From an optimization exercise on the open Yosys and OpenROAD flow, aimed at small area and a short achievable clock period; shortcuts taken in it are not production practice. Only simulation tests tie the RTL to the original design; equivalence was not proved. Power figures rest on the tool's default switching activity, not on a simulated workload.

--- flow/run.sh ---
#!/bin/bash
# synth_recipe.tcl (not shown) runs the flow's synth.tcl, then flattens the netlist and writes it again
# the make line also repeats each setting of config.mk as NAME=value (left out here)
make -C /OpenROAD-flow-scripts/flow DESIGN_CONFIG=/design/flow/config.mk WORK_HOME=/design/flow/orfs CLKGATE_MAP_FILE= SYNTH_SCRIPT=/design/flow/synth_recipe.tcl finish
--- flow/config.mk ---
export PLATFORM = sky130hd
export DESIGN_NAME = tile_writeback
export DESIGN_NICKNAME = tile_writeback
export VERILOG_FILES = /design/flow/design.v
export SDC_FILE = /design/flow/constraint.sdc
export NUM_CORES = 4
export LEC_CHECK = 0
export CAP_MARGIN = 20
export CORE_MARGIN = 2
export CORE_UTILIZATION = 65
export PLACE_DENSITY = 0.72
export SLEW_MARGIN = 20
--- flow/constraint.sdc ---
create_clock -name core_clock -period 8.0 [get_ports {clk}]
set_input_delay 1.6000 -clock core_clock [delete_from_list [all_inputs] [get_ports {clk}]]
set_output_delay 1.6000 -clock core_clock [all_outputs]
set_load 0.01 [all_outputs]
--- flow/design.v ---
`default_nettype none
module tile_writeback #(
  parameter int TILE_SIZE   = 16,
  parameter int DATA_WIDTH  = 32,
  parameter int FRAC_BITS   = 16,
  parameter int COORD_WIDTH = 16
) (
  input  logic                   clk,
  input  logic                   rst,
  input  logic                   in_valid,
  output logic                   in_ready,
  input  logic [DATA_WIDTH-1:0]  in_data,
  input  logic                   in_last,
  input  logic [COORD_WIDTH-1:0] tile_x,
  input  logic [COORD_WIDTH-1:0] tile_y,
  output logic                   out_valid,
  input  logic                   out_ready,
  output logic [7:0]             out_pixel,
  output logic [COORD_WIDTH-1:0] out_x,
  output logic [COORD_WIDTH-1:0] out_y,
  output logic                   out_last,
  output logic                   short_tile
);
  localparam int R = 16;    
  localparam int L = 16;    
  typedef enum logic [1:0] {
    BANK_EMPTY    = 2'd0,
    BANK_FILLING  = 2'd1,
    BANK_FULL     = 2'd2,
    BANK_DRAINING = 2'd3
  } bank_state_e;
  bank_state_e            bank_st_q  [2];
  logic [7:0]             bank_li_q  [2];    
  logic [3:0]             bank_al_q  [2];    
  logic [COORD_WIDTH-1:0] bank_x_q   [2];
  logic [COORD_WIDTH-1:0] bank_y_q   [2];
  logic       wp_q;
  logic [7:0] wr_idx_q;
  logic       short_q;
  logic       in_ready_q;
  logic             rp_q;
  logic [7:0]       nidx_q;       
  logic             out_valid_q;
  logic [7:0]       out_pixel_q;
  logic [COORD_WIDTH-1:0] out_x_q;
  logic [COORD_WIDTH-1:0] out_y_q;
  logic             out_last_q;
  logic       w_neg;
  logic       w_sat;
  logic [7:0] w_qpix;
  assign w_neg  = in_data[DATA_WIDTH-1];
  assign w_sat  = |in_data[DATA_WIDTH-2:FRAC_BITS];
  assign w_qpix = w_neg ? 8'h00 : (w_sat ? 8'hFF : in_data[FRAC_BITS-1 -: 8]);
  logic w_accept;
  logic w_close;
  assign in_ready = in_ready_q;
  assign w_accept = in_valid && in_ready_q;
  assign w_close  = w_accept && (in_last || (wr_idx_q == 8'hFF));
  logic       s_adv;
  logic       s_sbank;
  logic       s_sok;
  logic       w_ld;
  logic       w_free;
  logic       s_ld_bank;
  logic [7:0] s_ld_idx;
  logic       s_ld_last;
  logic [7:0] s_ld_pix;
  assign s_adv     = out_valid_q && !out_last_q;
  assign s_sbank   = out_valid_q ? ~rp_q : rp_q;
  assign s_sok     = (bank_st_q[s_sbank] == BANK_FULL);
  assign w_ld      = s_adv ? out_ready : (s_sok && (!out_valid_q || out_ready));
  assign w_free    = out_valid_q && out_last_q && out_ready;
  assign s_ld_bank = s_adv ? rp_q : s_sbank;
  assign s_ld_idx  = s_adv ? nidx_q : 8'd0;
  assign s_ld_last = (s_ld_idx == bank_li_q[s_ld_bank]);
  logic [7:0] head [2][R];
  logic [7:0] r0pix [2];
  for (genvar b = 0; b < 2; b++) begin : g_bank
    logic [3:0] rpos;
    assign rpos = (bank_li_q[b][7:4] == 4'd0) ? ~bank_li_q[b][3:0] : 4'd0;
    for (genvar r = 0; r < R; r++) begin : g_row
      logic [7:0] p [L];
      logic       wsel;    
      logic       rsel;    
      logic       usel;    
      logic       en;
      assign wsel = in_ready_q && (wp_q == b) && (wr_idx_q[7:4] == r);
      if (r == 0) begin : g_sel0
        assign rsel = out_valid_q && (s_adv ? ((rp_q == b) && (nidx_q[7:4] == 4'd0))
                                            : ((s_sbank == b) && s_sok));
        assign usel = (!out_valid_q && (rp_q == b) && s_sok) ||
                      ((bank_al_q[b] != 4'hF) && (bank_li_q[b][7:4] == r));
      end else begin : g_seln
        assign rsel = s_adv && (rp_q == b) && (nidx_q[7:4] == r);
        assign usel = (bank_al_q[b] != 4'hF) && (bank_li_q[b][7:4] == r);
      end
      assign en = (in_valid && wsel) || (out_ready && rsel) || usel;
      always_ff @(posedge clk) begin
        if (en) begin
          for (int j = 0; j < L-1; j++) p[j] <= p[j+1];
          p[L-1] <= w_qpix;
        end
      end
      assign head[b][r] = p[0];
      if (r == 0) begin : g_r0
        assign r0pix[b] = p[rpos];
      end
    end
  end
  logic [7:0] w_adv_pix;
  assign w_adv_pix = (nidx_q[7:4] == 4'd0) ? r0pix[rp_q] : head[rp_q][nidx_q[7:4]];
  assign s_ld_pix  = s_adv ? w_adv_pix : r0pix[s_sbank];
  bank_state_e st_n [2];
  logic        wp_n;
  always_comb begin
    st_n[0] = bank_st_q[0];
    st_n[1] = bank_st_q[1];
    if (w_accept) begin
      if (w_close)                            st_n[wp_q] = BANK_FULL;
      else if (bank_st_q[wp_q] == BANK_EMPTY) st_n[wp_q] = BANK_FILLING;
    end
    if (w_free) st_n[rp_q]      = BANK_EMPTY;
    if (w_ld)   st_n[s_ld_bank] = BANK_DRAINING;
    wp_n = w_close ? ~wp_q : wp_q;
  end
  always_ff @(posedge clk) begin
    if (rst) begin
      bank_st_q[0]  <= BANK_EMPTY;
      bank_st_q[1]  <= BANK_EMPTY;
      bank_li_q[0]  <= '0;
      bank_li_q[1]  <= '0;
      bank_al_q[0]  <= 4'hF;
      bank_al_q[1]  <= 4'hF;
      bank_x_q[0]   <= '0;
      bank_x_q[1]   <= '0;
      bank_y_q[0]   <= '0;
      bank_y_q[1]   <= '0;
      wp_q          <= 1'b0;
      wr_idx_q      <= '0;
      short_q       <= 1'b0;
      in_ready_q    <= 1'b1;
      rp_q          <= 1'b0;
      nidx_q        <= '0;
      out_valid_q   <= 1'b0;
      out_pixel_q   <= 8'h00;
      out_x_q       <= '0;
      out_y_q       <= '0;
      out_last_q    <= 1'b0;
    end else begin
      bank_st_q[0] <= st_n[0];
      bank_st_q[1] <= st_n[1];
      wp_q         <= wp_n;
      in_ready_q   <= ~st_n[wp_n][1];
      for (int b = 0; b < 2; b++) begin
        if (bank_al_q[b] != 4'hF) bank_al_q[b] <= bank_al_q[b] + 1'b1;
      end
      if (w_accept) begin
        if (bank_st_q[wp_q] == BANK_EMPTY) begin
          bank_x_q[wp_q]  <= tile_x;
          bank_y_q[wp_q]  <= tile_y;
        end
        if (w_close) begin
          bank_li_q[wp_q]  <= wr_idx_q;
          bank_al_q[wp_q]  <= (wr_idx_q[7:4] == 4'd0) ? 4'hF : wr_idx_q[3:0];
          wr_idx_q         <= '0;
          if (in_last && (wr_idx_q != 8'hFF)) short_q <= 1'b1;
        end else begin
          wr_idx_q <= wr_idx_q + 1'b1;
        end
      end
      if (w_free) rp_q <= ~rp_q;
      if (w_ld) begin
        nidx_q      <= s_ld_idx + 1'b1;
        out_valid_q <= 1'b1;
        out_pixel_q <= s_ld_pix;
        out_x_q     <= bank_x_q[s_ld_bank] + COORD_WIDTH'(s_ld_idx[3:0]);
        out_y_q     <= bank_y_q[s_ld_bank] + COORD_WIDTH'(s_ld_idx[7:4]);
        out_last_q  <= s_ld_last;
      end else if (w_free) begin
        out_valid_q <= 1'b0;
        out_last_q  <= 1'b0;
      end
    end
  end
  assign out_valid  = out_valid_q;
  assign out_pixel  = out_pixel_q;
  assign out_x      = out_x_q;
  assign out_y      = out_y_q;
  assign out_last   = out_last_q;
  assign short_tile = short_q;
endmodule
`default_nettype wire
==> results of run 1 <==
==> layout make-up <==
type	instances	area [um2]
Timing Repair Buffer	198	2120
Inverter	18	67.6
Clock inverter	214	2130
Fill cell	10607	53400
Clock buffer	493	10600
Antenna cell	11	27.5
Tap cell	2788	3490
Sequential cell	4250	127000
Multi-Input combinational cell	1205	8320
==> synthesized netlist by cell type, drive strengths merged (10+ instances only) <==
| master | number | area (um2) |
|---|---|---|
| mux2 | 13 | 150 |
| xor2 | 16 | 140 |
| clkbuf | 61 | 229 |
| o21ai | 60 | 304 |
| inv | 17 | 63.8 |
| buf | 37 | 213 |
| a21oi | 71 | 355 |
| ha | 14 | 175 |
| mux2i | 46 | 502 |
| and2 | 90 | 563 |
| o221ai | 13 | 114 |
| a2111oi | 10 | 87.6 |
| dfxtp | 66 | 1320 |
| nor3 | 35 | 219 |
| o211ai | 10 | 75.1 |
| nand3 | 69 | 345 |
| edfxtp | 4184 | 126000 |
| a22o | 15 | 131 |
| nor4 | 21 | 150 |
| nor2 | 128 | 480 |
| xnor2 | 25 | 219 |
| nand2b | 24 | 158 |
| nor2b | 17 | 106 |
| a22oi | 137 | 1030 |
| nand2 | 171 | 642 |
| nand3b | 20 | 150 |
| and3 | 15 | 93.8 |
| nand4 | 36 | 253 |
| a211oi | 14 | 105 |
| a221o | 11 | 110 |
==> logic make-up after synthesis <==
family                     count (synthesis)  share of synthesized area, %
buffers and inverters                    116                         0.376
and+or+nand+nor                          666                          2.57
muxes                                     68                         0.632
adders and majority gates                 16                         0.159
AOI/OAI and AO/OA                        414                          2.15
xor gates and xnor gates                  41                         0.265
DFF                                     4250                          93.8
==> how the worst min path moves through the flow <==
stage	endpoint	cells past startpoint
global placement	g_bank[1].g_row[4].p[14][6]	0
detailed placement	g_bank[0].g_row[10].p[13][4]	0
finish	g_bank[0].g_row[4].p[10][4]	0
global route	g_bank[0].g_row[4].p[10][4]	0
CTS	g_bank[0].g_row[4].p[10][4]	0
floorplan	g_bank[0].g_row[10].p[0][0]	0
==> where the power goes <==
group          total (mW)  internal, mW  switching (mW)
sequential           27.0          26.2           0.717
combinational        2.17         0.629            1.54
clock                18.8          10.7            8.03
==> sequential cells by signal, summed over array words and instances (netlist names), 4 cells and up <==
register        count
g_bank.g_row.p   4096
bank_st_q           4
bank_y_q           32
nidx_q              8
wr_idx_q            8
bank_al_q           8
bank_li_q          16
out_y_q            16
out_x_q            16
out_pixel_q         8
bank_x_q           32
==> layer usage <==
layer  vias to the layer above  GRT usage, %  part of all wire, %
met4                         8          11.7                  4.9
li1                      23483             -                    -
met2                      2713          40.1                   49
met5                         -             0                0.021
met1                     28019          35.8                   39
met3                       608          4.66                  7.9
==> stage by stage <==
step	cell area, um2	TNS, ps	cells
floorplan	135000	-2538620	5571
global placement	141000	0	8451
detailed placement	141000	0	8458
CTS	154000	0	9165
global route	154000	0	9169
finish	154000	0	9177
==> worst max-delay path, stage by stage <==
cell             delay, ps
clkdlybuf4s50_1        630
and2_1                 370
nand2_1                310
nor3_1                 490
nand3_1                200
nand2_4                680
buf_4                  640
==> run summary, run 1 <==
final core occ: 74.2%
H-tree Lvls: 5
clock root buffer: clkbuf_16
Final Hold Slack: 391 ps
FF+latch count, synth: 4250
initial antenna violation count: 19
Initial Util: 65.3%
Tot Pwr: 47.9 mW
Site Rows: 167
First-pass DRT Iterations: 8
Die ar.: 212000 um2
Post-Route WL: 265000 um
Synthesis Warnings: 37
status: complete, no violations
area delta synth->final: 13.6%
CTS max path bufs: 4
post-route ant nets: 0
worst-path fanout max: 68
drt first-iter violations: 7941
RSZ-0062 raised after global routing: no
Worst-Skew Late Latency: 970 ps
ratio of cells with drive above 1 in the final layout: 11.6%
PwrDens: 312 nW/um2
pin count of the biggest net entering global routing: 129
post-layout minimum cycle time: 4440 ps
Post-Syn Instances: 5571
maximum vdd drop: 0.342 mV
Clock transition at path regs: 70 ps
Tightest Pin Transition: 1220 ps
Post-CTS Resized: 0
core area: 207000 um2
Final Hold Vio Count: 0
Crit Path Category: in -> reg
reg2reg setup slack: 3740 ps
setup bufs post-CTS: 0
TritonCTS clock tree: built
Final setup viols: 0
crit path DAT: 5010 ps
Clock Sinks: 4250
first-pass GRT wire length: 386000 um
DRC viols: 0
r2r startpoint: nidx_q[5]
gpl congestion: 0.934
most frequent cells in the layout: edfxtp_1 (4184), clkbuf_16 (409), nand2_1 (167), a22oi_1 (137), nor2_1 (116)
Routed WL per cell: 28.9 um
dpl hpwl: 128000 um
reg-to-reg endpoint: g_bank[0].g_row[6].p[5][3]
Final Skew: 89.4 ps
HP Start: g_bank[0].g_row[4].p[11][4]
CP Data Required Time: 8570 ps
sequential area share after synthesis: 93.8%
die extent in y: 460 um
CTS Hold Bufs: 0
Final Max Slew Viols: 0
vias per cell: 5.97
Rel. slew slack: 18.1%
Setup WS pre-CTS: 2660 ps
ys flop type: edfxtp_1
LEAKAGE: 48.5 nW
Post-Syn Nets: 5656
via count: 54831
port bufs: 104
Final nets: 6158
die width: 460 um
Crit. End Element: flop
Fmax: 225 MHz
GR Util All Layers: 25.6%
post-synthesis cell type count: 81
Post-synth EDFFs: 4184
synthesized cell area: 135000 um2
vias in the first global route: 55931
GRT overflow: 0
total CTS buffers: 400
syn avg cell area: 24.3 um2
total I/O pin count: 113
Async SR Flop Fraction: 0%
max cap viols: 0
crit path capture: g_bank[1].g_row[12].p[15][1]
type of origin of the critical path: input port
commonest non-fill, non-tap cell in the layout: edfxtp_1
final setup margin: 3560 ps
Hold Crit Class: reg -> reg
R2R depth: 5
Final Cycle Share: 55.5%
Crit. Startpoint: in_valid
==> run 2: changes to the inputs <==
--- a/flow/config.mk
+++ b/flow/config.mk
@@ -10,3 +10,4 @@
 export CORE_UTILIZATION = 65
 export PLACE_DENSITY = 0.72
+export SETUP_SLACK_MARGIN = 4.6
 export SLEW_MARGIN = 20
==> run 2 against run 1 <==
Net effect: cell area is 0.88% higher; still clean on timing, DRC and antenna; critical endpoint is now out_pixel_q[4]; power is 0.91% higher; via count is 3.4% higher; largest cell class unchanged.
==> run summary, run 2 <==
first-pass GRT wire length: 405000 um (+4.8%)
CTS Hold Bufs: 0 (unchanged)
initial antenna violation count: 24 (+5)
internal power contribution: 37.5 mW (-0.14%)
synthesized cell area: 135000 um2 (unchanged)
core area: 207000 um2 (unchanged)
R2R depth: 8 (+3)
Routed WL per cell: 31.8 um (+10%)
final setup TNS: 0 ps (unchanged)
Final nets: 6216 (+0.94%)
Top Registers: g_bank.g_row.p x4096, bank_x_q x32, bank_y_q x32
largest area contributor in the netlist: edfxtp_1
Crit. End Element: flop
total CTS buffers: 398 (-0.50%)
Post-synth EDFFs: 4184 (unchanged)
max cap viols: 0 (unchanged)
sequential power share: 55.8% (-0.5 points)
reg2reg setup slack: 4290 ps (+550 ps)
ratio of cells with drive above 1 in the final layout: 13.8% (+2.2 points)
main combinational cell family by area after synthesis: simple AND/OR/NAND/NOR gates
commonest non-fill, non-tap cell in the layout: edfxtp_1
Final Hold Vio Count: 0 (unchanged)
Post-Syn Nets: 5656 (unchanged)
CP Data Required Time: 8860 ps (+290 ps)
LEAKAGE: 49.2 nW (+1.4%)
area delta synth->final: 14.6%
syn avg cell area: 24.3 um2 (unchanged)
via count: 56722 (+3.4%)
vias in the first global route: 56610 (+1.2%)
Die ar.: 212000 um2 (unchanged)
Synthesis Warnings: 37 (unchanged)
total I/O pin count: 113 (unchanged)
switching share of total power: 22.3% (+0.82 points)
Rel. slew slack: 20.0% (+1.9 points)
dpl hpwl: 127000 um (-0.50%)
ys flop type: edfxtp_1
post-route ant nets: 0 (unchanged)
multiplexer area fraction after synthesis: 0.632% (unchanged)
Clock Power Share: 39.3% (about the same)
Simple-Gate Fraction of Synth Area: 2.57% (unchanged)
Worst-Skew Late Latency: 1010 ps (+40 ps)
post-layout minimum cycle time: 3710 ps (-727 ps)
Tightest Pin Transition: 1190 ps (-28.8 ps)
reg-to-reg endpoint: out_pixel_q[4]
die width: 460 um (unchanged)
Tot Pwr: 48.3 mW (+0.91%)
FF+latch count, synth: 4250 (unchanged)
Final Skew: 82.4 ps (-7.06 ps)
Net Switching: 10.8 mW (+4.8%)
crit-path cells: buf_4, nand2b_1, nor2_1, a22oi_1, nand4_1, a2111oi_0, nand3_1, a32o_1
gpl congestion: 0.905 (-3.1%)
Final Max Slew Viols: 0 (unchanged)
max FFs per register: 4096 (unchanged)
post-synthesis cell type count: 81 (unchanged)
clock root buffer: clkbuf_16
die extent in y: 460 um (unchanged)
Comb pwr share: 4.9% (+0.4 points)
Final setup viols: 0 (unchanged)
pin count of the biggest net entering global routing: 129 (unchanged)
Yosys top cell area share: 92.9% (unchanged)
CTS max path bufs: 4 (unchanged)
RSZ-0062 raised after global routing: yes
r2r startpoint: rp_q
Initial Util: 65.3% (unchanged)
Crit. Startpoint: rp_q
status: complete, no violations
synth top area cells: edfxtp_1 (93%), dfxtp_1 (0.98%), a22oi_1 (0.76%)
Post-Syn Instances: 5571 (unchanged)
DRC viols: 0 (unchanged)
final cell count without fillers: 9226 (+0.53%)
crit path DAT: 4570 ps (-440 ps)
GR Util All Layers: 27.0% (+1.5 points)
most frequent cells in the layout: edfxtp_1 (4184), clkbuf_16 (412), nand2_1 (160), a22oi_1 (127), nor2_1 (98)
H-tree Lvls: 5 (unchanged)
Crit Path Category: reg -> reg
Hold Crit Class: reg -> reg
Clock transition at path regs: 70 ps (about the same)
First-pass DRT Iterations: 8 (unchanged)
CP peak stage delay: 850 ps (+170 ps)
Site Rows: 167 (unchanged)
Inst Count DP: 8451 (-0.083%)
Adder-Cell Fraction of Synth Area: 0.159% (unchanged)
drt first-iter violations: 9343 (+18%)
XOR/XNOR Fraction of Synth Area: 0.265% (unchanged)
Post-Route WL: 294000 um (+11%)
maximum vdd drop: 0.265 mV (-22%)
sequential area share after synthesis: 93.8% (unchanged)
most frequent cell after synthesis: edfxtp_1
synth cell count leaders: edfxtp_1 (4184), nand2_1 (171), a22oi_1 (137)
Critical Path Slowest Stage Cell: a22oi_1
Final Cycle Share: 46.4% (-9.1 points)
vias per cell: 6.15 (+2.9%)
TritonCTS clock tree: built
worst-path fanout max: 9 (-87%)
Fmax: 269 MHz (+20%)
GRT overflow: 0 (unchanged)
Clock Sinks: 4250 (unchanged)
PwrDens: 312 nW/um2 (about the same)
type of origin of the critical path: flop
crit path capture: out_pixel_q[4]
Async SR Flop Fraction: 0% (unchanged)
port bufs: 104 (unchanged)
fraction of the mapped netlist area in compound gates: 2.15% (unchanged)
Top reg by flops: g_bank.g_row.p
==> run 2: changes by cell type in the layout (fill, tap and decap cells not counted), moves of 12 or more <==
cell,previous run,this run
clkinv_2,67,83
clkinvlp_4,9,21
nor2_1,116,98
clkbuf_1,80,59
nor2_2,4,16
dlygate4sd2_1,0,43
clkdlybuf4s50_1,103,59
==> run 2: how the worst min path moves through the flow <==
stage,from,endpoint,slack (ps),cells after the start
4_1_cts,g_bank[1].g_row[3].p[2][1],g_bank[1].g_row[3].p[1][1],340,0
3_3_place_gp,g_bank[0].g_row[11].p[10][7],g_bank[0].g_row[11].p[9][7],400,0
5_1_grt,g_bank[1].g_row[3].p[2][1],g_bank[1].g_row[3].p[1][1],340,0
6_report,g_bank[1].g_row[3].p[2][1],g_bank[1].g_row[3].p[1][1],340,0
3_5_place_dp,g_bank[0].g_row[10].p[1][3],g_bank[0].g_row[10].p[0][3],400,0
2_1_floorplan,g_bank[0].g_row[10].p[1][0],g_bank[0].g_row[10].p[0][0],400,0
==> run 2: power by group through the flow <==
stage	clock [mW]	combinational [mW]	sequential, mW
3_5_place_dp	0	2.15	27.3
4_1_cts	19.1	2.26	26.9
5_1_grt	20.0	2.54	27.1
6_report	19.0	2.37	27.0
2_1_floorplan	0	1.36	27.2
3_3_place_gp	0	2.10	27.3
==> run 2: final cells by class <==
class                           count  area [um2]
Antenna cell                        9        22.5
Clock buffer                      461       10300
Clock inverter                    237        2340
Fill cell                       10607       52000
Inverter                           18        71.3
Multi-Input combinational cell   1226        9030
Sequential cell                  4250      127000
Tap cell                         2788        3490
Timing Repair Buffer              237        2840
==> run 2: repair_timing <==
action                     in CTS  in global routing
cloned                         24                 13
pin swaps                      17                  8
resized for setup             155                 97
setup endpoints to repair    2513               2939
setup buffers                  24                  7
==> run 2: per-stage QoR <==
stage	hold WS [ps]	area [um2]	utilization (%)	setup slack, ps
3_3_place_gp	400	141000	68.0	2730
4_1_cts	342	154000	74.6	4440
2_1_floorplan	400	136000	-	492
5_1_grt	341	155000	74.9	4210
3_5_place_dp	405	141000	68.0	2720
6_report	338	155000	74.9	4290
==> run 2: routing by layer <==
| layer | wire length, um | vias up | global-route usage, % |
|---|---|---|---|
| li1 | - | 23674 | - |
| met1 | 110000 | 28875 | 37.8 |
| met2 | 140000 | 3443 | 42.3 |
| met3 | 27400 | 722 | 5.62 |
| met4 | 15300 | 8 | 11.7 |
| met5 | 53 | - | 0 |
==> run 2: logic make-up (layout without fill, tap and decap cells) <==
logic type	Yosys count	after routing
mux	68	69
simple gates	666	673
buf+inv	116	953
compound gates	414	427
flops	4250	4250
xor+xnor	41	41
other cells	0	9
fa+ha+maj	16	16
==> run 2: worst max-delay path, delay by kind of cell (launching register included) <==
kind,cells,cell delay (ps)
compound gates,3,1710
buf+inv,1,190
flops,1,340
simple gates,4,1330
==> run 3: changes to the inputs <==
==> flow/flow/run.sh (new file) <==
#!/bin/bash
# Standard ORFS layout, with the port buffers made from sky130_fd_sc_hd__buf_4
# instead of the delay-cell buffer buffer_ports picks by default.
set -euo pipefail
export BUFFER_PORTS_ARGS="-buffer_cell sky130_fd_sc_hd__buf_4"
bash standard.sh finish > standard_flow.log 2>&1
==> flow/standard.sh (new file) <==
#!/bin/bash
# synth_recipe.tcl (not shown) runs the flow's synth.tcl, then flattens the netlist and writes it again
# the make line also repeats each setting of config.mk as NAME=value (left out here)
make -C /OpenROAD-flow-scripts/flow DESIGN_CONFIG=/design/flow/config.mk WORK_HOME=/design/flow/orfs CLKGATE_MAP_FILE= SYNTH_SCRIPT=/design/flow/synth_recipe.tcl "${@:-finish}"
removed: flow/run.sh
==> run 3 against run 2 <==
Net effect: cell area shrank 1.1%; die area is the same; global-route usage fell by 2.1 points; worst setup slack improved by 210 ps; power down 1.8%; clock skew rose by 0.53 ps; critical endpoint is now g_bank[1].g_row[3].p[15][2].
==> run summary, run 3 <==
DRC viols: 0 (unchanged)
Crit. End Element: flop
main combinational cell family by area after synthesis: simple AND/OR/NAND/NOR gates
vias per cell: 5.99 (-2.6%)
Routed WL per cell: 28.6 um (-10%)
gpl congestion: 0.883 (-2.4%)
Top reg by flops: g_bank.g_row.p
drt first-iter violations: 7776 (-17%)
Synthesis Warnings: 37 (unchanged)
largest area contributor in the netlist: edfxtp_1
Site Rows: 167 (unchanged)
Worst-Skew Late Latency: 990 ps (-20 ps)
Final Hold Vio Count: 0 (unchanged)
type of origin of the critical path: input port
Initial Util: 65.3% (unchanged)
LEAKAGE: 48.5 nW (-1.4%)
final setup margin: 4500 ps (+213 ps)
ratio of cells with drive above 1 in the final layout: 14.3% (+0.42 points)
Top Registers: g_bank.g_row.p x4096, bank_x_q x32, bank_y_q x32
RSZ-0062 raised after global routing: yes
First-pass DRT Iterations: 8 (unchanged)
sequential area share after synthesis: 93.8% (unchanged)
clock root buffer: clkbuf_16
max FFs per register: 4096 (unchanged)
Post-Syn Instances: 5571 (unchanged)
Async SR Flop Fraction: 0% (unchanged)
Hold Crit Class: reg -> reg
CTS Hold Bufs: 0 (unchanged)
core area: 207000 um2 (unchanged)
PwrDens: 309 nW/um2 (-0.77%)
via count: 54989 (-3.1%)
most frequent cells in the layout: edfxtp_1 (4184), clkbuf_16 (401), nand2_1 (163), buf_4 (163), a22oi_1 (134)
synth top area cells: edfxtp_1 (93%), dfxtp_1 (0.98%), a22oi_1 (0.76%)
ys flop type: edfxtp_1
r2r startpoint: bank_li_q[1][6]
die extent in y: 460 um (unchanged)
Post-Syn Nets: 5656 (unchanged)
Tot Pwr: 47.4 mW (-1.8%)
Post-synth EDFFs: 4184 (unchanged)
port bufs: 104 (unchanged)
Final Skew: 82.9 ps (+0.527 ps)
Setup WS pre-CTS: 3400 ps (+677 ps)
synthesized cell area: 135000 um2 (unchanged)
total I/O pin count: 113 (unchanged)
commonest non-fill, non-tap cell in the layout: edfxtp_1
die width: 460 um (unchanged)
initial antenna violation count: 14 (-42%)
post-synthesis cell type count: 81 (unchanged)
Die ar.: 212000 um2 (unchanged)
first-pass GRT wire length: 381000 um (-6.0%)
post-layout minimum cycle time: 3500 ps (-213 ps)
synth cell count leaders: edfxtp_1 (4184), nand2_1 (171), a22oi_1 (137)
area delta synth->final: 13.4%
XOR/XNOR Fraction of Synth Area: 0.265% (unchanged)
final setup TNS: 0 ps (unchanged)
Post-Route WL: 262000 um (-11%)
FF+latch count, synth: 4250 (unchanged)
Final Max Slew Viols: 0 (unchanged)
most frequent cell after synthesis: edfxtp_1
multiplexer area fraction after synthesis: 0.632% (unchanged)
dpl hpwl: 123000 um (-3.3%)
Final nets: 6168 (-0.77%)
Inst Count DP: 8446 (-0.059%)
Tightest Pin Transition: 1080 ps (-112 ps)
TritonCTS clock tree: built
CP Data Required Time: 8570 ps (-290 ps)
Yosys top cell area share: 92.9% (unchanged)
final cell count without fillers: 9181 (-0.49%)
Crit. Startpoint: out_ready
GR Util All Layers: 25.0% (-2.1 points)
total CTS buffers: 397 (-0.25%)
Final setup viols: 0 (unchanged)
Final Cycle Share: 43.7% (-2.7 points)
Clock Sinks: 4250 (unchanged)
Crit Path Category: in -> reg
status: complete, no violations
worst-path fanout max: 77 (+68)
fraction of the mapped netlist area in compound gates: 2.15% (unchanged)
CTS max path bufs: 4 (unchanged)
Adder-Cell Fraction of Synth Area: 0.159% (unchanged)
vias in the first global route: 55807 (-1.4%)
Simple-Gate Fraction of Synth Area: 2.57% (unchanged)
GRT overflow: 0 (unchanged)
H-tree Lvls: 5 (unchanged)
Rel. slew slack: 27.5% (+7.5 points)
Clock transition at path regs: 70 ps (about the same)
Fmax: 286 MHz (+6.1%)
post-route ant nets: 0 (unchanged)
crit path DAT: 4070 ps (-500 ps)
max cap viols: 0 (unchanged)
HP Start: g_bank[1].g_row[1].p[14][4]
maximum vdd drop: 0.414 mV (+56%)
syn avg cell area: 24.3 um2 (unchanged)
pin count of the biggest net entering global routing: 129 (unchanged)
-- run 3: cell counts after synthesis --
No cell type changed its count.
-- run 3: area by class of cell --
| cell class | count | area [um2] |
|---|---|---|
| flip-flops and latches | 4250 | 127000 |
| fillers | 10789 | 53700 |
| clock buffers | 484 | 10400 |
| multi-input cells | 1212 | 8730 |
| well taps | 2788 | 3490 |
| repair buffers | 204 | 1880 |
| clock inverters | 218 | 1870 |
| inverters | 18 | 71.3 |
| diodes | 7 | 17.5 |
-- run 3: path summary, 6_finish.rpt --
check                           slack, ps  cells after the start                           to
worst max register to register       4510                      4  g_bank[1].g_row[4].p[14][7]
worst min register to register        360                      0  g_bank[1].g_row[1].p[13][4]
worst max-delay path                 4500                      6  g_bank[1].g_row[3].p[15][2]
worst min-delay path                  360                      0  g_bank[1].g_row[1].p[13][4]
-- run 3: logic make-up after synthesis --
family	after synthesis
XOR/XNOR	41
AND/OR/NAND/NOR	666
flip-flops	4250
buffers and inverters	116
adder cells (fa/ha/maj)	16
multiplexers	68
AO/OA/AOI/OAI	414
-- run 3: power by group --
| group | internal, mW | total [mW] | switching, mW | leakage, nW |
|---|---|---|---|---|
| logic | 0.651 | 2.25 | 1.60 | 3.84 |
| clock network | 10.2 | 18.2 | 8.07 | 6.00 |
| registers | 26.2 | 27.0 | 0.722 | 38.6 |
-- run 3: critical path, cell delays in order --
cell and delay [ps]:
buf_4 160, nand2_8 100, nor2_2 100, buf_4 510
a221o_4 790, clkbuf_8 670
-- run 3: per-layer routing --
metal  track usage [%]  wire [um]  part of all wire (%)
met4              11.4      12800                   4.9
met5                 0         27                 0.010
met2              39.5     128000                    49
met3              4.57      21500                   8.2
met1              34.7      99900                    38
-- run 3: stage by stage --
step	hold slack, ps	cell area (um2)	util (%)
after floorplan	400	136000	-
after global placement	400	140000	67.8
after detailed placement	405	140000	67.8
after CTS	345	153000	73.9
after global routing	355	153000	74.1
final	361	153000	74.1
-- run 3: timing repair --
action,4_1_cts,5_1_grt
cloned,3,4
gates resized for setup,66,49
pin swaps,5,4
buffers inserted,10,8
endpoints found under the setup margin,2107,1805
==> run 4: changes to the inputs <==
--- a/flow/design.v
+++ b/flow/design.v
@@ -33,4 +33,5 @@
   logic [7:0]             bank_li_q  [2];    
   logic [3:0]             bank_al_q  [2];    
+  logic [3:0]             bank_rp_q  [2];    
   logic [COORD_WIDTH-1:0] bank_x_q   [2];
   logic [COORD_WIDTH-1:0] bank_y_q   [2];
@@ -46,4 +47,5 @@
   logic [COORD_WIDTH-1:0] out_y_q;
   logic             out_last_q;
+  logic [2*R-1:0]   sel_q;        
   logic       w_neg;
   logic       w_sat;
@@ -75,25 +77,13 @@
   assign s_ld_last = (s_ld_idx == bank_li_q[s_ld_bank]);
   logic [7:0] head [2][R];
-  logic [7:0] r0pix [2];
   for (genvar b = 0; b < 2; b++) begin : g_bank
-    logic [3:0] rpos;
-    assign rpos = (bank_li_q[b][7:4] == 4'd0) ? ~bank_li_q[b][3:0] : 4'd0;
     for (genvar r = 0; r < R; r++) begin : g_row
       logic [7:0] p [L];
       logic       wsel;    
-      logic       rsel;    
-      logic       usel;    
+      logic       asel;    
       logic       en;
       assign wsel = in_ready_q && (wp_q == b) && (wr_idx_q[7:4] == r);
-      if (r == 0) begin : g_sel0
-        assign rsel = out_valid_q && (s_adv ? ((rp_q == b) && (nidx_q[7:4] == 4'd0))
-                                            : ((s_sbank == b) && s_sok));
-        assign usel = (!out_valid_q && (rp_q == b) && s_sok) ||
-                      ((bank_al_q[b] != 4'hF) && (bank_li_q[b][7:4] == r));
-      end else begin : g_seln
-        assign rsel = s_adv && (rp_q == b) && (nidx_q[7:4] == r);
-        assign usel = (bank_al_q[b] != 4'hF) && (bank_li_q[b][7:4] == r);
-      end
-      assign en = (in_valid && wsel) || (out_ready && rsel) || usel;
+      assign asel = (bank_al_q[b] != 4'hF) && (bank_li_q[b][7:4] == r);
+      assign en   = (in_valid && wsel) || (w_ld && sel_q[b*R+r]) || asel;
       always_ff @(posedge clk) begin
         if (en) begin
@@ -102,13 +92,25 @@
         end
       end
-      assign head[b][r] = p[0];
       if (r == 0) begin : g_r0
-        assign r0pix[b] = p[rpos];
-      end
-    end
-  end
-  logic [7:0] w_adv_pix;
-  assign w_adv_pix = (nidx_q[7:4] == 4'd0) ? r0pix[rp_q] : head[rp_q][nidx_q[7:4]];
-  assign s_ld_pix  = s_adv ? w_adv_pix : r0pix[s_sbank];
+        assign head[b][r] = p[bank_rp_q[b]];
+      end else begin : g_rn
+        assign head[b][r] = p[0];
+      end
+    end
+  end
+  always_comb begin
+    s_ld_pix = 8'h00;
+    for (int i = 0; i < 2*R; i++) begin
+      s_ld_pix = s_ld_pix | ({8{sel_q[i]}} & head[i/R][i%R]);
+    end
+  end
+  logic [2*R-1:0] w_sel_adv;
+  logic [2*R-1:0] w_sel_nb;
+  logic [2*R-1:0] w_sel_free;
+  logic [7:0]     w_ld_nidx;
+  assign w_ld_nidx  = s_ld_idx + 1'b1;
+  assign w_sel_adv  = (2*R)'(1) << {s_ld_bank, w_ld_nidx[7:4]};
+  assign w_sel_nb   = (2*R)'(1) << {~s_ld_bank, 4'd0};
+  assign w_sel_free = (2*R)'(1) << {~rp_q, 4'd0};
   bank_state_e st_n [2];
   logic        wp_n;
@@ -132,4 +134,7 @@
       bank_al_q[0]  <= 4'hF;
       bank_al_q[1]  <= 4'hF;
+      bank_rp_q[0]  <= '0;
+      bank_rp_q[1]  <= '0;
+      sel_q         <= (2*R)'(1);
       bank_x_q[0]   <= '0;
       bank_x_q[1]   <= '0;
@@ -163,4 +168,5 @@
           bank_li_q[wp_q]  <= wr_idx_q;
           bank_al_q[wp_q]  <= (wr_idx_q[7:4] == 4'd0) ? 4'hF : wr_idx_q[3:0];
+          bank_rp_q[wp_q]  <= (wr_idx_q[7:4] == 4'd0) ? ~wr_idx_q[3:0] : 4'd0;
           wr_idx_q         <= '0;
           if (in_last && (wr_idx_q != 8'hFF)) short_q <= 1'b1;
@@ -171,5 +177,6 @@
       if (w_free) rp_q <= ~rp_q;
       if (w_ld) begin
-        nidx_q      <= s_ld_idx + 1'b1;
+        nidx_q      <= w_ld_nidx;
+        sel_q       <= s_ld_last ? w_sel_nb : w_sel_adv;
         out_valid_q <= 1'b1;
         out_pixel_q <= s_ld_pix;
@@ -178,4 +185,5 @@
         out_last_q  <= s_ld_last;
       end else if (w_free) begin
+        sel_q       <= w_sel_free;
         out_valid_q <= 1'b0;
         out_last_q  <= 1'b0;
==> run 4 against run 3 <==
Net effect: hold slack better by 21 ps; clock power up 4%; via count up 2.9%; highest routed layer unchanged; largest power group unchanged.
==> run summary, run 4 <==
Inst Count DP: 8564 (+1.4%)
final setup TNS: 0 ps (unchanged)
Final Max Slew Viols: 0 (unchanged)
sequential power share: 56.4% (-0.4 points)
Post-Route WL: 277000 um (+5.6%)
largest area contributor in the netlist: edfxtp_1
CP Data Required Time: 8570 ps (about the same)
post-route ant nets: 0 (unchanged)
Final Hold Vio Count: 0 (unchanged)
CTS max path bufs: 4 (unchanged)
Comb pwr share: 3.5% (-1.2 points)
Rel. slew slack: 20.6% (-6.9 points)
area delta synth->final: 13.6%
post-layout minimum cycle time: 3470 ps (-25.6 ps)
final core occ: 74.2% (+0.16 points)
Final Skew: 56.6 ps (-26.3 ps)
sequential area share after synthesis: 93.4% (-0.44 points)
HP Start: g_bank[0].g_row[7].p[5][0]
maximum vdd drop: 0.223 mV (-46%)
worst-path fanout max: 54 (-30%)
Net Switching: 10.0 mW (-3.3%)
Site Rows: 168 (+0.60%)
Hold Crit Class: reg -> reg
switching share of total power: 21.2% (-0.65 points)
Worst-Skew Late Latency: 980 ps (about the same)
TritonCTS clock tree: built
gpl congestion: 0.859 (-2.7%)
syn avg cell area: 24.0 um2 (-1.3%)
LEAKAGE: 49.3 nW (+1.6%)
synthesized cell area: 137000 um2 (+1.2%)
main combinational cell family by area after synthesis: compound AO/OA/AOI/OAI gates
Synthesis Warnings: 36 (-2.7%)
Crit. End Element: flop
max cap viols: 0 (unchanged)
final setup margin: 4530 ps (+25.6 ps)
vias per cell: 6.08 (+1.5%)
core area: 209000 um2 (+1.1%)
Simple-Gate Fraction of Synth Area: 2.35% (-0.22 points)
Clock Power Share: 40.1% (+1.7 points)
dpl hpwl: 125000 um (+1.2%)
Post-Syn Nets: 5791 (+2.4%)
Async SR Flop Fraction: 0% (unchanged)
synth cell count leaders: edfxtp_1 (4192), nand2_1 (174), clkbuf_1 (112)
max FFs per register: 4096 (unchanged)
total I/O pin count: 113 (unchanged)
clock root buffer: clkbuf_16
initial antenna violation count: 16 (+2)
most frequent cell after synthesis: edfxtp_1
commonest non-fill, non-tap cell in the layout: edfxtp_1
pin count of the biggest net entering global routing: 129 (unchanged)
crit-path cells: buf_4, and3_1, nand2_1, o221ai_4, buf_4
port bufs: 104 (unchanged)
Final setup viols: 0 (unchanged)
Crit. Startpoint: in_valid
GR Util All Layers: 26.1% (+1.2 points)
via count: 56592 (+2.9%)
Clock transition at path regs: 70 ps (about the same)
multiplexer area fraction after synthesis: 0.706% (+0.074 points)
Post-synth EDFFs: 4192 (+0.19%)
first-pass GRT wire length: 404000 um (+6.2%)
Top reg by flops: g_bank.g_row.p
post-synthesis cell type count: 89 (+9.9%)
Initial Util: 65.4% (about the same)
internal power contribution: 37.2 mW (+0.46%)
GRT overflow: 0 (unchanged)
total CTS buffers: 406 (+2.3%)
status: complete, no violations
die extent in y: 463 um (+0.58%)
DRC viols: 0 (unchanged)
ys flop type: edfxtp_1
synth top area cells: edfxtp_1 (92%), dfxtp_1 (1.4%), a22oi_1 (0.55%)
Critical Path Slowest Stage Cell: buf_4
crit path DAT: 4040 ps (-30 ps)
fraction of the mapped netlist area in compound gates: 2.71% (+0.55 points)
r2r startpoint: sel_q[17]
CP peak stage delay: 700 ps (-90 ps)
CP most frequent cell: buf_4
drt first-iter violations: 7650 (-1.6%)
Setup WS pre-CTS: 3120 ps (-283 ps)
Fmax: 288 MHz (+0.74%)
Final Cycle Share: 43.4% (-0.32 points)
vias in the first global route: 57846 (+3.7%)
Final nets: 6272 (+1.7%)
Die ar.: 214000 um2 (+1.2%)
Fillers: 10912 (+1.1%)
H-tree Lvls: 5 (unchanged)
RSZ-0062 raised after global routing: yes
Routed WL per cell: 29.7 um (+4.1%)
most frequent cells in the layout: edfxtp_1 (4192), clkbuf_16 (414), buf_4 (173), nand2_1 (169), and2_1 (105)
Post-Syn Instances: 5708 (+2.5%)
die width: 463 um (+0.58%)
Yosys top cell area share: 92.0% (-0.90 points)
Final Hold Slack: 382 ps (+20.7 ps)
First-pass DRT Iterations: 8 (unchanged)
Crit Path Category: in -> reg
PwrDens: 304 nW/um2 (-1.7%)
XOR/XNOR Fraction of Synth Area: 0.222% (-0.043 points)
final cell count without fillers: 9311 (+1.4%)
Tightest Pin Transition: 1190 ps (+108 ps)
Adder-Cell Fraction of Synth Area: 0.139% (-0.020 points)
ratio of cells with drive above 1 in the final layout: 14.0% (-0.29 points)
FF+latch count, synth: 4290 (+0.94%)
type of origin of the critical path: input port
Clock Sinks: 4290 (+0.94%)
-- run 4: cell count changes after synthesis, sizes merged, moves of 19 or more --
cell,before,now
clkbuf,61,112
a22oi,137,100
dfxtp,66,98
o221ai,13,43
a221oi,8,35
nor2,128,104
mux2,13,32
-- run 4: worst paths after layout --
path | to | slack [ps] | depth (start not counted)
worst max register to register | out_pixel_q[4] | 4590 | 6
worst min-delay path | g_bank[0].g_row[7].p[4][0] | 380 | 0
worst min register to register | g_bank[0].g_row[7].p[4][0] | 380 | 0
worst max-delay path | g_bank[1].g_row[1].p[14][5] | 4530 | 5
-- run 4: stage by stage --
| stage | cell area, um2 | power [mW] |
|---|---|---|
| 2_1_floorplan | 137000 | 27.9 |
| 3_3_place_gp | 142000 | 28.5 |
| 3_5_place_dp | 142000 | 28.7 |
| 4_1_cts | 155000 | 47.6 |
| 5_1_grt | 155000 | 48.6 |
| 6_report | 155000 | 47.3 |
-- run 4: repair_timing --
action	in CTS	in global routing
setup buffers	7	9
pin swaps	4	2
setup endpoints to repair	606	313
gates cloned	3	2
hold buffers	0	0
gates resized for setup	34	15
-- run 4: area by class of cell --
| cell class | instances | area, um2 | share of cell area [%] |
|---|---|---|---|
| Clock inverter | 224 | 2030 | 1.31 |
| Antenna cell | 7 | 17.5 | 0.0113 |
| Sequential cell | 4290 | 128000 | 82.3 |
| Timing Repair Buffer | 211 | 1990 | 1.28 |
| Clock buffer | 494 | 10700 | 6.90 |
| Tap cell | 2805 | 3510 | 2.26 |
| Inverter | 15 | 60.1 | 0.0386 |
| Multi-Input combinational cell | 1265 | 9230 | 5.94 |
-- run 4: cells by family (layout without fill, tap and decap cells) --
kind of cell,after synthesis,count (layout)
multiplexers,85,85
XOR/XNOR,33,33
AO/OA/AOI/OAI,499,503
other,0,7
buffers and inverters,157,944
AND/OR/NAND/NOR,630,630
flip-flops,4290,4290
adder cells (fa/ha/maj),14,14
-- run 4: routing by layer --
| layer | part of all wire (%) | vias up | track usage, % |
|---|---|---|---|
| met3 | 8.1 | 623 | 4.95 |
| met2 | 49 | 2833 | 41.4 |
| met4 | 4.6 | 2 | 11.1 |
| li1 | - | 24001 | - |
| met5 | 0.0047 | - | 0 |
| met1 | 38 | 29133 | 36.4 |
-- run 4: worst max-delay path, delay by kind of cell --
family                 cells  cell delay [ps]
buffers and inverters      2              830
AO/OA/AOI/OAI              1              650
AND/OR/NAND/NOR            2              870
-- run 4: power by group through the flow --
stage / Combinational [mW] / Clock [mW] / Sequential (mW)
floorplan: 0.999 / 0 / 26.9
global placement: 1.55 / 0 / 27.0
detailed placement: 1.60 / 0 / 27.1
CTS: 1.65 / 19.3 / 26.7
global route: 1.79 / 20.1 / 26.8
finish: 1.67 / 18.9 / 26.7
==> run 5: changes to the inputs <==
--- a/flow/design.v
+++ b/flow/design.v
@@ -41,5 +41,6 @@
   logic       in_ready_q;
   logic             rp_q;
-  logic [7:0]       nidx_q;       
+  logic             lb_q;         
+  logic [7:0]       lx_q;         
   logic             out_valid_q;
   logic [7:0]       out_pixel_q;
@@ -47,5 +48,5 @@
   logic [COORD_WIDTH-1:0] out_y_q;
   logic             out_last_q;
-  logic [2*R-1:0]   sel_q;        
+  logic [2*R-1:0]   sel;          
   logic       w_neg;
   logic       w_sat;
@@ -60,5 +61,4 @@
   assign w_close  = w_accept && (in_last || (wr_idx_q == 8'hFF));
   logic       s_adv;
-  logic       s_sbank;
   logic       s_sok;
   logic       w_ld;
@@ -69,10 +69,10 @@
   logic [7:0] s_ld_pix;
   assign s_adv     = out_valid_q && !out_last_q;
-  assign s_sbank   = out_valid_q ? ~rp_q : rp_q;
-  assign s_sok     = (bank_st_q[s_sbank] == BANK_FULL);
+  assign s_sok     = (bank_st_q[lb_q] == BANK_FULL);
   assign w_ld      = s_adv ? out_ready : (s_sok && (!out_valid_q || out_ready));
   assign w_free    = out_valid_q && out_last_q && out_ready;
-  assign s_ld_bank = s_adv ? rp_q : s_sbank;
-  assign s_ld_idx  = s_adv ? nidx_q : 8'd0;
+  assign s_ld_bank = lb_q;
+  assign s_ld_idx  = lx_q;
+  assign sel       = (2*R)'(1) << {lb_q, lx_q[7:4]};
   assign s_ld_last = (s_ld_idx == bank_li_q[s_ld_bank]);
   logic [7:0] head [2][R];
@@ -85,5 +85,5 @@
       assign wsel = in_ready_q && (wp_q == b) && (wr_idx_q[7:4] == r);
       assign asel = (bank_al_q[b] != 4'hF) && (bank_li_q[b][7:4] == r);
-      assign en   = (in_valid && wsel) || (w_ld && sel_q[b*R+r]) || asel;
+      assign en   = (in_valid && wsel) || (w_ld && sel[b*R+r]) || asel;
       always_ff @(posedge clk) begin
         if (en) begin
@@ -102,15 +102,7 @@
     s_ld_pix = 8'h00;
     for (int i = 0; i < 2*R; i++) begin
-      s_ld_pix = s_ld_pix | ({8{sel_q[i]}} & head[i/R][i%R]);
+      s_ld_pix = s_ld_pix | ({8{sel[i]}} & head[i/R][i%R]);
     end
   end
-  logic [2*R-1:0] w_sel_adv;
-  logic [2*R-1:0] w_sel_nb;
-  logic [2*R-1:0] w_sel_free;
-  logic [7:0]     w_ld_nidx;
-  assign w_ld_nidx  = s_ld_idx + 1'b1;
-  assign w_sel_adv  = (2*R)'(1) << {s_ld_bank, w_ld_nidx[7:4]};
-  assign w_sel_nb   = (2*R)'(1) << {~s_ld_bank, 4'd0};
-  assign w_sel_free = (2*R)'(1) << {~rp_q, 4'd0};
   bank_state_e st_n [2];
   logic        wp_n;
@@ -136,5 +128,4 @@
       bank_rp_q[0]  <= '0;
       bank_rp_q[1]  <= '0;
-      sel_q         <= (2*R)'(1);
       bank_x_q[0]   <= '0;
       bank_x_q[1]   <= '0;
@@ -146,5 +137,6 @@
       in_ready_q    <= 1'b1;
       rp_q          <= 1'b0;
-      nidx_q        <= '0;
+      lb_q          <= 1'b0;
+      lx_q          <= '0;
       out_valid_q   <= 1'b0;
       out_pixel_q   <= 8'h00;
@@ -177,6 +169,6 @@
       if (w_free) rp_q <= ~rp_q;
       if (w_ld) begin
-        nidx_q      <= w_ld_nidx;
-        sel_q       <= s_ld_last ? w_sel_nb : w_sel_adv;
+        lb_q        <= s_ld_last ? ~lb_q : lb_q;
+        lx_q        <= s_ld_last ? 8'd0 : lx_q + 1'b1;
         out_valid_q <= 1'b1;
         out_pixel_q <= s_ld_pix;
@@ -185,5 +177,6 @@
         out_last_q  <= s_ld_last;
       end else if (w_free) begin
-        sel_q       <= w_sel_free;
+        lb_q        <= ~rp_q;
+        lx_q        <= 8'd0;
         out_valid_q <= 1'b0;
         out_last_q  <= 1'b0;
==> run 5 against run 4 <==
Net effect: still clean on timing, DRC and antenna; combinational power up 14%; clock skew up 2.2 ps; global-route usage down 0.090 points; register-to-register slack about the same; core utilization down 0.37 points; non-clock buffer count down 13; flip-flop and latch count down 30; largest power group unchanged.
==> run summary, run 5 <==
H-tree Lvls: 5 (unchanged)
total I/O pin count: 113 (unchanged)
Clock transition at path regs: 60 ps (about the same)
area delta synth->final: 13.2%
final setup TNS: 0 ps (unchanged)
Final Max Slew Viols: 0 (unchanged)
TritonCTS clock tree: built
Post-Syn Instances: 5678 (-0.53%)
drt first-iter violations: 7722 (+0.94%)
core area: 209000 um2 (-0.20%)
crit path DAT: 4000 ps (-40 ps)
Fillers: 11042 (+1.2%)
Post-Syn Nets: 5761 (-0.52%)
Final Hold Vio Count: 0 (unchanged)
Final nets: 6240 (-0.51%)
Final Skew: 58.8 ps (+2.25 ps)
first-pass GRT wire length: 395000 um (-2.2%)
Top Registers: g_bank.g_row.p x4096, bank_x_q x32, bank_y_q x32
ys flop type: edfxtp_1
sequential area share after synthesis: 93.3% (about the same)
syn avg cell area: 24.0 um2 (+0.13%)
total CTS buffers: 397 (-2.2%)
CTS max path bufs: 4 (unchanged)
most frequent cell after synthesis: edfxtp_1
die extent in y: 462 um (-0.20%)
hold path depth: 0 (unchanged)
Tightest Pin Transition: 1110 ps (-79.1 ps)
status: complete, no violations
dpl hpwl: 132000 um (+5.7%)
reg-to-reg endpoint: g_bank[0].g_row[13].p[14][7]
Routed WL per cell: 29.5 um (-0.72%)
clock root buffer: clkbuf_16
Worst-Skew Late Latency: 990 ps (about the same)
Yosys top cell area share: 92.3% (+0.37 points)
Top reg by flops: g_bank.g_row.p
via count: 55331 (-2.2%)
post-synthesis cell type count: 85 (-4.5%)
Rel. slew slack: 25.8% (+5.3 points)
pin count of the biggest net entering global routing: 129 (unchanged)
largest area contributor in the netlist: edfxtp_1
Synthesis Warnings: 36 (unchanged)
Final Cycle Share: 42.5% (-0.90 points)
post-route ant nets: 0 (unchanged)
First-pass DRT Iterations: 8 (unchanged)
Final setup viols: 0 (unchanged)
post-layout minimum cycle time: 3400 ps (-71.8 ps)
initial antenna violation count: 20 (+4)
die width: 462 um (-0.20%)
vias per cell: 5.98 (-1.6%)
commonest non-fill, non-tap cell in the layout: edfxtp_1
type of origin of the critical path: flop
GRT overflow: 0 (unchanged)
most frequent cells in the layout: edfxtp_1 (4192), clkbuf_16 (404), buf_4 (149), nand2_1 (113), nor2_1 (107)
Hold Crit Class: reg -> reg
HP Start: g_bank[1].g_row[15].p[5][3]
max FFs per register: 4096 (unchanged)
synth top area cells: edfxtp_1 (92%), dfxtp_1 (1.0%), mux2i_1 (0.45%)
synthesized cell area: 136000 um2 (-0.40%)
r2r startpoint: lx_q[6]
GR Util All Layers: 26.0% (-0.090 points)
RSZ-0062 raised after global routing: yes
Crit Path Category: reg -> reg
FF+latch count, synth: 4260 (-0.70%)
worst hold endpoint: g_bank[1].g_row[15].p[4][3]
reg2reg setup slack: 4600 ps (about the same)
gpl congestion: 0.894 (+4.1%)
ratio of cells with drive above 1 in the final layout: 13.6% (-0.41 points)
DRC viols: 0 (unchanged)
Fmax: 294 MHz (+2.1%)
synth cell count leaders: edfxtp_1 (4192), nor2_1 (126), nand2_1 (118)
maximum vdd drop: 0.280 mV (+26%)
max cap viols: 0 (unchanged)
final core occ: 73.9% (-0.37 points)
Crit. End Element: flop
Site Rows: 168 (unchanged)
worst-path fanout max: 128 (+140%)
R2R depth: 6 (unchanged)
LEAKAGE: 48.8 nW (-0.92%)
port bufs: 104 (unchanged)
CP Data Required Time: 8590 ps (+20 ps)
vias in the first global route: 56734 (-1.9%)
Post-Route WL: 273000 um (-1.3%)
Initial Util: 65.2% (-0.13 points)
Die ar.: 213000 um2 (-0.39%)
Clock Sinks: 4260 (-0.70%)
Async SR Flop Fraction: 0% (unchanged)
PwrDens: 303 nW/um2 (-0.25%)
Post-synth EDFFs: 4192 (unchanged)
Final Hold Slack: 374 ps (-7.50 ps)
==> run 5: critical path, stage by stage (launching register included) <==
cell and delay, ps:
dfxtp_2 610, buf_8 370, nand3b_1 280, nor2_1 640
nand2_1 200, o221ai_4 120, buf_12 460
==> run 5: power breakdown <==
| part | leakage [nW] | internal [mW] | switching (mW) | total (mW) |
|---|---|---|---|---|
| Clock | 6.03 | 10.4 | 8.05 | 18.4 |
| Combinational | 4.05 | 0.509 | 1.39 | 1.90 |
| Sequential | 38.7 | 25.9 | 0.566 | 26.5 |
==> run 5: cell families after synthesis <==
kind of cell | Yosys count | synth area share [%]
xor+xnor | 31 | 0.199
buf+inv | 147 | 0.478
fa+ha+maj | 14 | 0.140
compound gates | 429 | 2.32
flops | 4260 | 93.3
simple gates | 697 | 2.74
mux | 100 | 0.795
==> run 5: area by class of cell <==
| class | count | area (um2) | area share [%] |
|---|---|---|---|
| multi-input cells | 1276 | 9200 | 5.96 |
| clock buffers | 482 | 10400 | 6.73 |
| inverters | 24 | 104 | 0.0673 |
| well taps | 2805 | 3510 | 2.27 |
| clock inverters | 205 | 1920 | 1.24 |
| diodes | 3 | 7.51 | 0.00486 |
| flip-flops and latches | 4260 | 127000 | 82.4 |
| repair buffers | 198 | 1960 | 1.27 |
==> run 5: per-stage QoR <==
stage	power [mW]	cell area, um2	setup WS [ps]	std cells
finish	46.8	154000	4600	9253
global route	48.2	154000	4590	9251
CTS	47.2	154000	4530	9248
detailed placement	28.7	141000	3240	8551
global placement	28.6	141000	3290	8550
floorplan	28.0	137000	-794	5678
==> run 5: routing by layer <==
metal,part of all wire (%),global-route usage [%]
met5,0.022,0
met4,4.3,10.7
met3,7.2,4.86
met2,49,41.0
met1,40,36.7
==> run 5: repair_timing <==
action,4_1_cts,5_1_grt
pin swaps,7,3
gates cloned,6,0
buffers inserted,4,2
setup endpoints to repair,2326,1393
hold buffers,0,0
resized for setup,77,35
==> run 5: how the worst max path moves through the flow <==
stage	startpoint	endpoint	slack, ps
final	lx_q[6]	g_bank[0].g_row[13].p[14][7]	4600
after floorplan	in_valid	g_bank[0].g_row[12].p[0][0]	-790
after CTS	bank_li_q[1][5]	g_bank[1].g_row[14].p[9][0]	4530
after detailed placement	out_ready	g_bank[0].g_row[5].p[15][2]	3240
after global placement	out_ready	g_bank[0].g_row[5].p[15][2]	3290
after global routing	lx_q[6]	g_bank[0].g_row[8].p[11][7]	4590
==> run 6: changes to the inputs <==
--- a/flow/config.mk
+++ b/flow/config.mk
@@ -9,5 +9,7 @@
 export CORE_MARGIN = 2
 export CORE_UTILIZATION = 65
+export CTS_CLUSTER_DIAMETER = 100
+export CTS_CLUSTER_SIZE = 30
 export PLACE_DENSITY = 0.72
-export SETUP_SLACK_MARGIN = 4.6
+export SETUP_SLACK_MARGIN = 4.8
 export SLEW_MARGIN = 20
==> run 6 against run 5 <==
Net effect: worst setup slack improved by 91 ps; clock power fell by 46%; power fell by 18%; die area unchanged; final cell count shrank 5.3%; via count decreased by 6.9%; global-route usage shrank 3.5 points; cell area is 5.0% lower; critical endpoint is now g_bank[0].g_row[11].p[2][4].
==> run summary, run 6 <==
status: complete, no violations
synth cell count leaders: edfxtp_1 (4192), nor2_1 (126), nand2_1 (118)
most frequent cell after synthesis: edfxtp_1
Final Skew: 57.8 ps (-1.01 ps)
drt first-iter violations: 5889 (-24%)
Async SR Flop Fraction: 0% (unchanged)
Worst-Skew Late Latency: 880 ps (-110 ps)
type of origin of the critical path: flop
dpl hpwl: 132000 um (unchanged)
Crit. End Element: flop
Crit Path Category: reg -> reg
total I/O pin count: 113 (unchanged)
Rel. slew slack: 26.4% (+0.58 points)
Final Hold Vio Count: 0 (unchanged)
DRC viols: 0 (unchanged)
max cap viols: 0 (unchanged)
Inst Count DP: 8551 (unchanged)
max FFs per register: 4096 (unchanged)
sequential power share: 69.1% (+12 points)
Post-Syn Instances: 5678 (unchanged)
synthesized cell area: 136000 um2 (unchanged)
gpl congestion: 0.894 (unchanged)
Comb pwr share: 5.0% (+0.9 points)
pin count of the biggest net entering global routing: 129 (unchanged)
Yosys top cell area share: 92.3% (unchanged)
Post-Syn Nets: 5761 (unchanged)
commonest non-fill, non-tap cell in the layout: edfxtp_1
post-synthesis cell type count: 85 (unchanged)
PwrDens: 261 nW/um2 (-14%)
CTS Hold Bufs: 0 (unchanged)
GRT overflow: 0 (unchanged)
synth top area cells: edfxtp_1 (92%), dfxtp_1 (1.0%), mux2i_1 (0.45%)
final setup margin: 4690 ps (+90.8 ps)
H-tree Lvls: 4 (-1)
register area: 127000 um2 (about the same)
Clock Sinks: 4260 (unchanged)
Top reg by flops: g_bank.g_row.p
Fmax: 302 MHz (+2.7%)
RSZ-0062 raised after global routing: yes
final core occ: 70.2% (-3.7 points)
ys flop type: edfxtp_1
sequential area share after synthesis: 93.3% (unchanged)
initial antenna violation count: 22 (+10%)
most frequent cells in the layout: edfxtp_1 (4192), clkbuf_16 (167), buf_4 (148), nand2_1 (113), nor2_1 (105)
Fillers: 12062 (+9.2%)
Post-Route WL: 239000 um (-13%)
largest area contributor in the netlist: edfxtp_1
Setup WS pre-CTS: 3240 ps (unchanged)
Die ar.: 213000 um2 (unchanged)
post-route ant nets: 0 (unchanged)
Site Rows: 168 (unchanged)
Initial Util: 65.2% (unchanged)
Final nets: 6007 (-3.7%)
Hold Crit Class: reg -> reg
area occupied by multi-input gates: 9250 um2 (+0.57%)
Final Cycle Share: 41.4% (-1.1 points)
via count: 51535 (-6.9%)
first-pass GRT wire length: 344000 um (-13%)
port bufs: 104 (unchanged)
TritonCTS clock tree: built
LEAKAGE: 45.0 nW (-7.8%)
CP Data Required Time: 8490 ps (-100 ps)
maximum vdd drop: 0.249 mV (-11%)
CTS max path bufs: 3 (-1)
switching share of total power: 20.8% (-0.55 points)
Post-synth EDFFs: 4192 (unchanged)
clock root buffer: clkbuf_16
hold path depth: 0 (unchanged)
Net Switching: 7.96 mW (-20%)
Synthesis Warnings: 36 (unchanged)
internal power contribution: 30.3 mW (-18%)
crit path DAT: 3800 ps (-200 ps)
ratio of cells with drive above 1 in the final layout: 9.03% (-4.5 points)
total CTS buffers: 162 (-59%)
core area: 209000 um2 (unchanged)
final cell count without fillers: 8762 (-5.3%)
die width: 462 um (unchanged)
FF+latch count, synth: 4260 (unchanged)
area delta synth->final: 7.58%
First-pass DRT Iterations: 5 (-3)
GR Util All Layers: 22.6% (-3.5 points)
Final Max Slew Viols: 0 (unchanged)
Clock Power Share: 25.9% (-13 points)
post-layout minimum cycle time: 3310 ps (-90.8 ps)
Clock transition at path regs: 110 ps (+50 ps)
worst-path fanout max: 128 (unchanged)
Top Registers: g_bank.g_row.p x4096, bank_x_q x32, bank_y_q x32
syn avg cell area: 24.0 um2 (unchanged)
R2R depth: 5 (-1)
vias per cell: 5.88 (-1.6%)
Tightest Pin Transition: 1100 ps (-8.68 ps)
Routed WL per cell: 27.2 um (-7.6%)
vias in the first global route: 50438 (-11%)
die extent in y: 462 um (unchanged)
Final setup viols: 0 (unchanged)
-- run 6: cell types whose count changed in the layout (fill, tap and decap cells not counted), moves of 3 or more --
cell,previous run,this run
clkinv_2,69,0
clkinvlp_4,10,0
clkinv_1,83,3
bufinv_16,36,0
clkbuf_1,78,11
buf_16,1,7
clkinv_8,2,5
clkbuf_16,404,167
buf_6,11,7
-- run 6: worst max-delay path, cell delays in order (launching register included) --
cell and delay (ps):
dfxtp_1 410, nor3b_2 640, o31a_2 780, nand2_1 210, o221ai_4 140, buf_12 440
-- run 6: worst paths after layout --
path	slack [ps]	end	start
worst min register to register	390	g_bank[1].g_row[3].p[1][1]	g_bank[1].g_row[3].p[2][1]
worst max register to register	4690	g_bank[0].g_row[11].p[2][4]	lb_q
worst min-delay path	390	g_bank[1].g_row[3].p[1][1]	g_bank[1].g_row[3].p[2][1]
worst max-delay path	4690	g_bank[0].g_row[11].p[2][4]	lb_q
-- run 6: power by group through the flow --
| stage | clock [mW] | sequential, mW | combinational, mW |
|---|---|---|---|
| 2_1_floorplan | 0 | 26.8 | 1.11 |
| 3_3_place_gp | 0 | 26.8 | 1.76 |
| 3_5_place_dp | 0 | 26.9 | 1.80 |
| 6_report | 9.90 | 26.4 | 1.91 |
| 5_1_grt | 10.7 | 26.5 | 2.06 |
| 4_1_cts | 10.1 | 26.4 | 1.89 |
-- run 6: final cells by class --
type | instances | area share (%)
clock buffers | 178 | 2.88
clock inverters | 17 | 0.166
repair buffers | 199 | 1.42
flip-flops and latches | 4260 | 86.8
diodes | 2 | 0.00341
well taps | 2805 | 2.39
multi-input cells | 1277 | 6.31
inverters | 24 | 0.0708
-- run 6: timing repair --
item | 4_1_cts | 5_1_grt
gates cloned | 7 | 1
buffers inserted | 4 | 2
setup endpoints to repair | 3339 | 2046
pin swaps | 6 | 6
hold endpoints to repair | 0 | 0
gates resized for setup | 105 | 38
-- run 6: logic make-up (layout without fill, tap and decap cells) --
kind of cell,after synthesis,in the layout,share of synthesized area (%)
compound gates,429,434,2.32
xor+xnor,31,31,0.199
fa+ha+maj,14,14,0.140
buf+inv,147,418,0.478
flops,4260,4260,93.3
mux,100,100,0.795
other cells,0,2,0
simple gates,697,698,2.74
-- run 6: layer usage --
layer,GRT usage (%),share of wire (%)
met5,0,0.020
met4,6.93,3.1
met3,2.94,5.8
met2,36.6,49
met1,33.0,42
-- run 6: per-stage QoR --
| step | power (mW) | TNS, ps | hold slack, ps | cell area (um2) |
|---|---|---|---|---|
| floorplan | 28.0 | -567310 | 400 | 137000 |
| global placement | 28.6 | 0 | 400 | 141000 |
| detailed placement | 28.7 | 0 | 405 | 141000 |
| CTS | 38.4 | 0 | 401 | 146000 |
| global route | 39.3 | 0 | 403 | 147000 |
| finish | 38.2 | 0 | 389 | 147000 |

[what the ideal ports hide]
How much do the figures lean on ideal ports? The routed layouts below were timed once more, with nothing changed but the port constraints.
Step 1 (the two cells are an assumption about what drives the block):
set clk [get_ports {clk}]
set_driving_cell -lib_cell sky130_fd_sc_hd__clkbuf_16 $clk
set_driving_cell -lib_cell sky130_fd_sc_hd__buf_2 [delete_from_list [all_inputs] $clk]
Step 2 adds t to the input delays and takes it off the output delays; t is the mean of the earliest and latest rising clock arrival at the registers after step 1. Input paths then give back, and output paths get back, about the clock's delay inside the block.
Slacks: ideal / step 1 / step 2; pairs: ideal / step 1.
run | t, ns | setup slack, ns | slew at the worst register clock pin (ns) | worst slew at a driven data input, ns | pins driven straight from the clock port
run 1 | 1.024 | 3.561 / 3.624 / 2.599 | 0.07 / 0.07 | 0.12 | 1
run 2 | 1.057 | 4.288 / 4.288 / 3.460 | 0.10 / 0.10 | 0.09 | 1
run 3 | 1.039 | 4.500 / 4.508 / 3.480 | 0.09 / 0.09 | 0.10 | 1
run 4 | 1.043 | 4.526 / 4.554 / 3.510 | 0.08 / 0.08 | 0.10 | 1
run 5 | 1.056 | 4.598 / 4.598 / 3.588 | 0.09 / 0.09 | 0.10 | 1
run 6 | 0.939 | 4.689 / 4.689 / 3.784 | 0.12 / 0.12 | 0.10 | 1
After both steps every run listed still meets setup and hold. For run 3, which loses most, drivers alone change the setup slack by +0.008 ns; drivers and shift together by -1.020 ns.
